From an optimization exercise on the open Yosys and OpenROAD flow, aimed at small area, a short achievable clock period and few clock cycles; shortcuts taken in it are not production practice. RTL that was checked went through simulation tests only; none was proved equivalent to the original. Power is estimated from default activity; no workload was simulated.

Setup of alpha:
==> flow/design.v (excerpt) <==
module ex_unit_top (
    input  logic  clk,
    input  logic  rst,
    input  logic  req,
    input  rv_isa_pkg::word_t inst,
    input  rv_isa_pkg::word_t rs1_data,
    input  rv_isa_pkg::word_t rs2_data,
    input  rv_isa_pkg::word_t frs1_data,
    input  rv_isa_pkg::word_t frs2_data,
    output logic  ack,
    output logic  illegal,
    output rv_isa_pkg::word_t result
);
Size in the first run: ~2,500 cells after synthesis, roughly 35 flip-flops, roughly 200 I/O pins, ~14,000 um2 of cells after synthesis.
Settings: LEC_CHECK=0, ABC_AREA=1, CAP_MARGIN=20, CORE_MARGIN=2, CORE_UTILIZATION=50, GPL_ROUTABILITY_DRIVEN=0, SETUP_SLACK_MARGIN=2.5, SLEW_MARGIN=20; clock period 11.0 ns.
standard.sh (not shown) runs the stock make flow with config.mk's settings and CLKGATE_MAP_FILE= SYNTH_SCRIPT=/design/flow/synth_recipe.tcl, a recipe that flattens the netlist after the stock synthesis.
==> flow/flow/run.sh <==
#!/bin/bash
set -o pipefail
cp standard.sh standard_sh.txt
export BUFFER_PORTS_ARGS="-buffer_cell sky130_fd_sc_hd__buf_1"
bash standard.sh > standard.log 2>&1
Changes in beta relative to alpha:
Settings: clearing GPL_ROUTABILITY_DRIVEN, which used to be 0.
### Flow results
Per the comparison of beta with alpha, number of standard cells in the final layout excluding fillers held steady; synthesized area was more or less identical; worst path arrival time fell by 0.12 ns; routed wirelength normalized by instance count closely matched the old numbers. Worst supply voltage drop on vdd delta (beta − alpha): unfavourable. Internal cell power on beta is ahead of alpha. Comparing worst setup slack for beta and alpha, the smaller number came from alpha. Comparing the two runs side by side, beta comes out behind alpha on total power. Against alpha, beta reports a post-CTS setup buffer count that is lower.
No functional check of the RTL was part of any run of this note.


Another version of the RTL of ex_unit_top (not shown whole).
Size in the first run: roughly 35 flip-flops, ~200 I/O pins, roughly 0.014 mm2 of cells after synthesis.
Settings: LEC_CHECK=0, ABC_AREA=1, CAP_MARGIN=20, CORE_MARGIN=2, CORE_UTILIZATION=50, SETUP_SLACK_MARGIN=3.0, SLEW_MARGIN=20; clock period 11.0 ns.
Scripts as last shown in full above: flow/flow/run.sh
Testbench counts at the start, summed over its fixed seeds: cycles 27,666.
Edit:
--- a/flow/config.mk
+++ b/flow/config.mk
@@ -10,4 +10,4 @@
 export CORE_MARGIN = 2
 export CORE_UTILIZATION = 50
-export SETUP_SLACK_MARGIN = 3.0
+export SETUP_SLACK_MARGIN = 2.5
 export SLEW_MARGIN = 20
Effect: Cell count fell by 1.0%. Maximum frequency is lower by 2.4%. Global-route usage shrinks by 1.4 points. Area after synthesis is unchanged. Via count shrinks by 1.9%. Setup slack loses 0.20 ns. Power is lower by 3.6%. Routed wire length decreases by 2.5%. Hold slack improved by 0.0033 ns. Clock-buffer cell count stays the same.
Edit:
--- a/flow/config.mk
+++ b/flow/config.mk
@@ -9,5 +9,5 @@
 export CAP_MARGIN = 20
 export CORE_MARGIN = 2
-export CORE_UTILIZATION = 50
+export CORE_UTILIZATION = 40
 export SETUP_SLACK_MARGIN = 2.5
 export SLEW_MARGIN = 20
The new run went through all stages and came out clean.
Count of clock-buffer cells in the layout does not change.
Via count barely changes.
Combinational power goes up by about 5%.
Die area increases by 24%.
Worst hold slack is about the same.
First-iteration DRC count grows by 1.4%.
Edit:
--- a/flow/config.mk
+++ b/flow/config.mk
@@ -9,5 +9,5 @@
 export CAP_MARGIN = 20
 export CORE_MARGIN = 2
-export CORE_UTILIZATION = 40
+export CORE_UTILIZATION = 65
 export SETUP_SLACK_MARGIN = 2.5
 export SLEW_MARGIN = 20
Maximum frequency fell by 1.9%. Hold slack stays flat. Non-clock buffer count is lower by 5. Setup slack degrades by 0.17 ns. Total power decreases by about 2%. Wire length decreases by 8.2%. Area after synthesis is unchanged. Final area came out lower by about 2%. Final cell count goes down by about 5.6%. Critical path depth is lower by 3.


ex_unit_top, a different RTL version from the one above (not shown whole).
Size: about 2600 cells after synthesis, ~35 flip-flops.
==> flow/config.mk <==
export PLATFORM = sky130hd
export DESIGN_NAME = ex_unit_top
export DESIGN_NICKNAME = ex_unit_top
export VERILOG_FILES = /design/flow/design.v
export SDC_FILE = /design/flow/constraint.sdc
export NUM_CORES = 4
export LEC_CHECK = 0
export ABC_AREA = 1
export CAP_MARGIN = 20
export CORE_MARGIN = 2
export CORE_UTILIZATION = 50
export SLEW_MARGIN = 20
==> flow/constraint.sdc <==
create_clock -name core_clock -period 11.0 [get_ports {clk}]
set_input_delay 2.2000 -clock core_clock [delete_from_list [all_inputs] [get_ports {clk}]]
set_output_delay 2.2000 -clock core_clock [all_outputs]
set_load 0.01 [all_outputs]
Scripts as last shown in full above: flow/flow/run.sh
The first run produced a clean layout.
Testbench counts at the start, summed over its fixed seeds: cycles 27,666.
Next try:
SETUP_SLACK_MARGIN = 2.5   (was default)
Effect:
- setup slack improves by 0.84 ns
- total power increases by 2.0%
- sequential power stays flat
- routed wire length increases by 3.2%
- sequential share of layout area decreases by 0.16 points
- global-route usage increases by 0.22 points
- hold slack barely changes
- non-clock buffer count increases by 15
- utilization increases by 2.0 points


ex_unit_top, a different RTL version from the one above (not shown whole).
Size in the first run: roughly 2,500 cells after synthesis, ~14,000 um2 of cells after synthesis.
clock: 11.0 ns
lec_check: 0
abc_area: 1
cap_margin: 20
core_margin: 2
core_utilization: 50
setup_slack_margin: 3.25
slew_margin: 20
Scripts as last shown in full above: flow/flow/run.sh
Testbench counts at the start, summed over its fixed seeds: cycles 27,666.
Rerun with:
--- a/flow/config.mk
+++ b/flow/config.mk
@@ -11,3 +11,3 @@
 export CORE_UTILIZATION = 50
-export SETUP_SLACK_MARGIN = 3.25
+export SETUP_SLACK_MARGIN = 3.0
 export SLEW_MARGIN = 20
Outcome:
- setup slack degrades by 0.19 ns
- wire length fell by 1.1%
- global-route usage drops by 0.22 points
- non-clock buffer count fell by 17
- synthesized cell count does not change
- critical path depth came out higher by 2
- design area falls by 2.1%
- power went down by 1.7%
- first-iteration DRC count falls by 5.2%
- die area stays the same


RTL: one of the versions met above, not the one the previous note started from.
Size in the first run: ~2100 cells after synthesis, about 35 flip-flops.
Settings: LEC_CHECK=0, CAP_MARGIN=20, CORE_MARGIN=2, CORE_UTILIZATION=50, SETUP_SLACK_MARGIN=2.5, SLEW_MARGIN=20; clock period 11.0 ns.
Scripts as last shown in full above: flow/flow/run.sh
The starting point passed the timing, design-rule and antenna checks.
Testbench counts at the start, summed over its fixed seeds: cycles 27,666.
Next try:
--- a/flow/flow/run.sh
+++ b/flow/flow/run.sh
@@ -4,0 +5 @@
+export RECOVER_POWER=100
Settings changed: ABC_AREA set to 1.
What happened: The changed run produced a layout that fails on max-capacitance violations, max-slew violations; sequential power went down by 15%; core utilization is lower by 7.4 points; first-iteration DRC count is higher by 13%; sequential share of layout area went up by 0.39 points; cell area decreases by 8.6%; critical path depth drops by 11; routed wire length goes up by 5.9%; worst setup slack loses 0.67 ns; via count came out higher by 11%; power drops by 11%; die area came out higher by 3.7%.


Setup of v6:
RTL: one of the versions met above, not the one the previous note started from.
Size in the first run: roughly 200 I/O pins, roughly 0.014 mm2 of cells after synthesis.
// ex_unit_top
module ex_unit_top (
    input  logic  clk,
    input  logic  rst,
    input  logic  req,
    input  rv_isa_pkg::word_t inst,
    input  rv_isa_pkg::word_t rs1_data,
    input  rv_isa_pkg::word_t rs2_data,
    input  rv_isa_pkg::word_t frs1_data,
    input  rv_isa_pkg::word_t frs2_data,
    output logic  ack,
    output logic  illegal,
    output rv_isa_pkg::word_t result
);
clock: 11.0 ns
lec_check: 0
abc_area: 1
cap_margin: 20
core_margin: 2
core_utilization: 55
setup_slack_margin: 3.0
slew_margin: 20
==> flow/flow/run.sh <==
#!/bin/bash
set -o pipefail
cp standard.sh standard_sh.txt
export BUFFER_PORTS_ARGS="-buffer_cell sky130_fd_sc_hd__buf_1"
bash standard.sh > standard.log 2>&1
Testbench counts of v6, summed over its fixed seeds: cycles 27,666.
Edits applied to the flow inputs when going from v6 to v7:
# v6
export LEC_CHECK = 0
export ABC_AREA = 1
export CAP_MARGIN = 20
export CORE_MARGIN = 2
export CORE_UTILIZATION = 55
export SETUP_SLACK_MARGIN = 3.0
export SLEW_MARGIN = 20
create_clock -name core_clock -period 11.0 [get_ports {clk}]
# v7
export LEC_CHECK = 0
export ABC_AREA = 1
export CAP_MARGIN = 20
export CORE_MARGIN = 2
export CORE_UTILIZATION = 50
export SETUP_SLACK_MARGIN = 3.5
export SLEW_MARGIN = 20
create_clock -name core_clock -period 11.0 [get_ports {clk}]
==> summary.txt <==
- Side by side, core utilization turned out higher in v7 than in v6.
- Setup slack delta for v7 relative to v6: 310 ps higher
- In v7 relative to v6, post-route met1 wirelength had gone up by more than 10%.
- Cmp v7 vs v6: average via count per standard cell lower in v7
- Lower non-clock buffer count in the final layout was reported by v6, not v7.
- Summary: with v6 as the reference, count of filler cells inserted in the layout in v7 moved up by a few percent.
- The half-perimeter wire length of the detailed placement result in v7 was higher than what v6 gave.

[afterwards: timing with drivers on the ports]
How much do the figures lean on ideal ports? The routed layouts below were timed once more, with nothing changed but the port constraints. Step 1 assumes that a clkbuf_16 drives the clock port and a buf_2 every other input. Step 2 also shifts input and output timing later by t, the mid clock arrival at the registers, as if the neighbouring blocks saw the same clock. a / b / c = no drivers / after step 1 / after step 2; a / b = the first two.
run	t, ns	setup WS [ns]	worst setup path at the end	latest minus earliest clock arrival (ns)	worst register clock-pin slew, ns
alpha	0.325	2.556 / 2.529 / 2.529	input to output	0.006 / 0.006	0.06 / 0.06
beta	0.324	2.678 / 2.656 / 2.638	input to register	0.008 / 0.008	0.06 / 0.06
the first run of note 2	0.317	2.832 / 2.655 / 2.655	input to output	0.008 / 0.009	0.06 / 0.06
the second run of note 2	0.314	2.629 / 2.586 / 2.586	input to output	0.008 / 0.008	0.06 / 0.06
the third run of note 2	0.321	2.614 / 2.588 / 2.588	input to output	0.004 / 0.004	0.06 / 0.06
the fourth run of note 2	0.313	2.449 / 2.409 / 2.409	input to output	0.003 / 0.002	0.05 / 0.05
the first run of note 3	0.306	1.798 / 1.776 / 1.569	input to register	0.007 / 0.006	0.05 / 0.05
the second run of note 3	0.306	2.643 / 2.615 / 2.507	input to register	0.007 / 0.007	0.05 / 0.05
the first run of note 4	0.326	3.322 / 3.279 / 3.279	input to output	0.007 / 0.007	0.06 / 0.06
the second run of note 4	0.327	3.135 / 3.109 / 3.106	input to register	0.008 / 0.008	0.06 / 0.06
the first run of note 5	0.326	2.147 / 2.078 / 2.078	input to output	0.003 / 0.003	0.05 / 0.05
the second run of note 5	0.315	1.481 / 1.458 / 1.458	input to output	0.008 / 0.009	0.06 / 0.06
v6	0.324	3.084 / 3.056 / 3.029	input to register	0.006 / 0.007	0.06 / 0.06
v7	0.332	3.390 / 3.331 / 3.331	input to output	0.008 / 0.008	0.06 / 0.06
For the first run of note 3, which loses most, drivers alone change the setup slack by -0.022 ns; drivers and shift together by -0.229 ns.
